What follows belongs to an exercise in optimizing a design on an open flow for small area, a short achievable clock period and few clock cycles per item; a production flow would make more cautious choices. The RTL was checked by simulation tests, not by an equivalence proof against the original design. No activity file was given, so power comes from the tool's default toggle rates.

== old ==
Design relu_backward_unit, start of the top module:
module relu_backward_unit #(
   parameter int Row_Limit = 10,
   parameter int Lanes     = 10
) (
   input  logic                             clk,
   input  logic                             rst,
   input  logic                             fwd_valid,
   output logic                             fwd_ready,
   input  logic [5*Row_Limit*Row_Limit-1:0] fwd_matrix,
   input  logic                             grad_valid,
   output logic                             grad_ready,
   input  logic [5*Row_Limit*Row_Limit-1:0] grad_matrix,
   output logic                             out_valid,
   input  logic                             out_ready,
   output logic [5*Row_Limit*Row_Limit-1:0] out_matrix,
   output logic                             mask_valid,
   output logic                             busy
);
For scale: roughly 1500 I/O pins.
==> flow/config.mk <==
export PLATFORM = sky130hd
export DESIGN_NAME = relu_backward_unit
export DESIGN_NICKNAME = relu_backward_unit
export VERILOG_FILES = /design/flow/design.v
export SDC_FILE = /design/flow/constraint.sdc
export NUM_CORES = 4
export LEC_CHECK = 0
export CAP_MARGIN = 20
export CORE_AREA = 2 2 758 62
export DIE_AREA = 0 0 760 64
export SETUP_SLACK_MARGIN = 2.7
export SLEW_MARGIN = 20
export SYNTH_HIERARCHICAL = 1
==> flow/constraint.sdc <==
create_clock -name core_clock -period 5.0 [get_ports {clk}]
set_input_delay 1.0000 -clock core_clock [delete_from_list [all_inputs] [get_ports {clk}]]
set_output_delay 1.0000 -clock core_clock [all_outputs]
set_load 0.01 [all_outputs]
standard.sh (not shown) runs the stock make flow with config.mk's settings and CLKGATE_MAP_FILE= SYNTH_SCRIPT=/design/flow/synth_recipe.tcl, a recipe that flattens the netlist after the stock synthesis.
==> flow/flow/run.sh <==
#!/bin/bash
# Standard layout, with the port buffers inserted as the smallest plain buffer
# instead of the delay buffer buffer_ports picks by default, and the ports of
# the one input-to-output path (the valid/ready inputs to grad_ready) placed
# side by side.
set -euo pipefail
export BUFFER_PORTS_ARGS="-buffer_cell sky130_fd_sc_hd__buf_1"
export PLACE_PINS_ARGS="-group_pins {fwd_valid out_ready grad_ready}"
bash standard.sh > standard_flow.log 2>&1
Testbench counts of old, summed over its fixed seeds: cycles 1,095, grads 767.
> inputs changed (old -> new)
==> flow/flow/run.sh <==
#!/bin/bash
# Standard layout, with the port buffers inserted as the smallest plain buffer
# instead of the delay buffer buffer_ports picks by default.
set -euo pipefail
export BUFFER_PORTS_ARGS="-buffer_cell sky130_fd_sc_hd__buf_1"
bash standard.sh > standard_flow.log 2>&1
Findings:
[compare] base=old new=new: routed wire length per instance went down about 0.64%, count of vias placed by the detailed router grew by 137, sequential cell area in the final layout stayed essentially flat.
There was hardly any difference in total power per unit cell area between new and old.
Summary of new over old: area added between synthesis and finish closely matched the old numbers; largest net degree at the start of global routing increased by 30% relative to the old numbers; proportion of total power due to net switching decreased by 0.43 points relative to the old numbers; residual antenna-violating net count after detailed routing closely matched the old numbers.
Comparing new against old, there is no change at all in synthesized area.
new vs old, number of buffers outside the clock class in the layout went down by 6.
| number of clock buffers in the layout | lower: new |


Setup of JK:
Another version of the RTL of relu_backward_unit (not shown whole).
Size: roughly 600 flip-flops, about 1500 I/O pins.
==> flow/design.v (excerpt) <==
module relu_backward_unit #(
   parameter int Row_Limit = 10,
   parameter int Lanes     = 10
) (
   input  logic                             clk,
   input  logic                             rst,
   input  logic                             fwd_valid,
   output logic                             fwd_ready,
   input  logic [5*Row_Limit*Row_Limit-1:0] fwd_matrix,
   input  logic                             grad_valid,
   output logic                             grad_ready,
   input  logic [5*Row_Limit*Row_Limit-1:0] grad_matrix,
   output logic                             out_valid,
   input  logic                             out_ready,
   output logic [5*Row_Limit*Row_Limit-1:0] out_matrix,
   output logic                             mask_valid,
   output logic                             busy
);
export LEC_CHECK = 0
export CAP_MARGIN = 20
export CORE_AREA = 2 2 718 58
export DIE_AREA = 0 0 720 60
export SETUP_SLACK_MARGIN = 2.7
export SLEW_MARGIN = 20
export SYNTH_HIERARCHICAL = 1
create_clock -name core_clock -period 5.0 [get_ports {clk}]
==> flow/flow/run.sh <==
#!/bin/bash
# Standard layout, with the port buffers inserted as the smallest plain buffer
# instead of the delay buffer buffer_ports picks by default.
set -euo pipefail
export BUFFER_PORTS_ARGS="-buffer_cell sky130_fd_sc_hd__buf_1"
bash standard.sh > standard_flow.log 2>&1
Testbench counts of JK, summed over its fixed seeds: cycles 1,095, grads 767.
Relative to JK, the following input files were edited for MS:
- a change of DIE_AREA from 0 0 720 60 to 0 0 760 64
- a change of CORE_AREA from 2 2 718 58 to 2 2 758 62
Results
Compared with JK, power in MS increased slightly.
Area occupied by multi-input gates of MS is on par with JK.
Final design utilization ends up higher on JK.
From JK to MS the numbers moved as follows: initial standard-cell utilization of the core went down by 4.8 points, clock skew went up by 5.4 ps.
Against JK, MS reports a area added between synthesis and finish that is higher.


== the reference run ==
relu_backward_unit, a different RTL version from the one above (not shown whole).
Size: about 600 flip-flops, ~1500 I/O pins, about 0.019 mm^2 of cells after synthesis.
## relu_backward_unit
module relu_backward_unit #(
   parameter int Row_Limit = 10,
   parameter int Lanes     = 10
) (
   input  logic                             clk,
   input  logic                             rst,
   input  logic                             fwd_valid,
   output logic                             fwd_ready,
   input  logic [5*Row_Limit*Row_Limit-1:0] fwd_matrix,
   input  logic                             grad_valid,
   output logic                             grad_ready,
   input  logic [5*Row_Limit*Row_Limit-1:0] grad_matrix,
   output logic                             out_valid,
   input  logic                             out_ready,
   output logic [5*Row_Limit*Row_Limit-1:0] out_matrix,
   output logic                             mask_valid,
   output logic                             busy
);
export LEC_CHECK = 0
export CAP_MARGIN = 20
export CORE_AREA = 2 2 758 62
export DIE_AREA = 0 0 760 64
export SETUP_SLACK_MARGIN = 2.7
export SLEW_MARGIN = 20
export SYNTH_HIERARCHICAL = 1
create_clock -name core_clock -period 5.0 [get_ports {clk}]
==> flow/flow/run.sh <==
#!/bin/bash
# Standard layout, with the port buffers inserted as the smallest plain buffer
# instead of the delay buffer buffer_ports picks by default, and the ports of
# the one input-to-output path (out_ready to grad_ready) placed
# side by side.
set -euo pipefail
export BUFFER_PORTS_ARGS="-buffer_cell sky130_fd_sc_hd__buf_1"
export PLACE_PINS_ARGS="-group_pins {out_ready grad_ready}"
bash standard.sh > standard_flow.log 2>&1
Testbench counts of the reference run, summed over its fixed seeds: cycles 1,095, grads 767.
> inputs changed (the reference run -> the trial run)
==> flow/flow/run.sh <==
#!/bin/bash
# Standard layout, with the port buffers inserted as the smallest plain buffer
# instead of the delay buffer buffer_ports picks by default.
set -euo pipefail
export BUFFER_PORTS_ARGS="-buffer_cell sky130_fd_sc_hd__buf_1"
bash standard.sh > standard_flow.log 2>&1
Results
In the trial run, signal arrival time at the worst endpoint is lower than in the reference run.
Diff the reference run -> the trial run | final-layout fill cell count | decrease of about 3%
The faster design of the two is the trial run; the reference run tops out lower.
From the reference run to the trial run the numbers moved as follows: amount of wire on met2 after detailed routing increased by about 0.5% relative to the old numbers, met1 demand-to-capacity share in global routing rose 0.91 points, mean routed wirelength per cell rose about 0.33%.

afterwards: timing with drivers on the ports:
No port has a modelled driver above. Below, the same layouts with a new extraction and two added sets of constraints.
Step 1 assumes that a clkbuf_16 drives the clock port and a buf_2 every other input.
Step 2 moves the port delays by t, midway between the first and last clock arrival at a register: inputs arrive t later, outputs are due t later. That takes back most of the time a late clock gives input paths.
Slacks: ideal ports / drivers / drivers and shift; pairs: ideal ports / drivers.
run | t (ns) | slack for setup (ns) | worst data-port slew with drivers (ns) | cell pins on the clock port's net
old | 0.702 | 2.421 / 2.334 / 2.003 | 0.44 | 1
new | 0.712 | 2.387 / 2.331 / 2.129 | 0.37 | 1
JK | 0.684 | 2.618 / 2.569 / 1.997 | 0.31 | 1
MS | 0.718 | 2.578 / 2.488 / 2.050 | 0.38 | 1
the reference run | 0.688 | 2.537 / 2.421 / 1.867 | 0.28 | 1
the trial run | 0.697 | 2.606 / 2.556 / 2.081 | 0.25 | 1
After both steps setup and hold are still met in every run listed. The setup slack of the reference run, which loses most, moves by -0.116 ns with the drivers and by -0.670 ns with both steps.
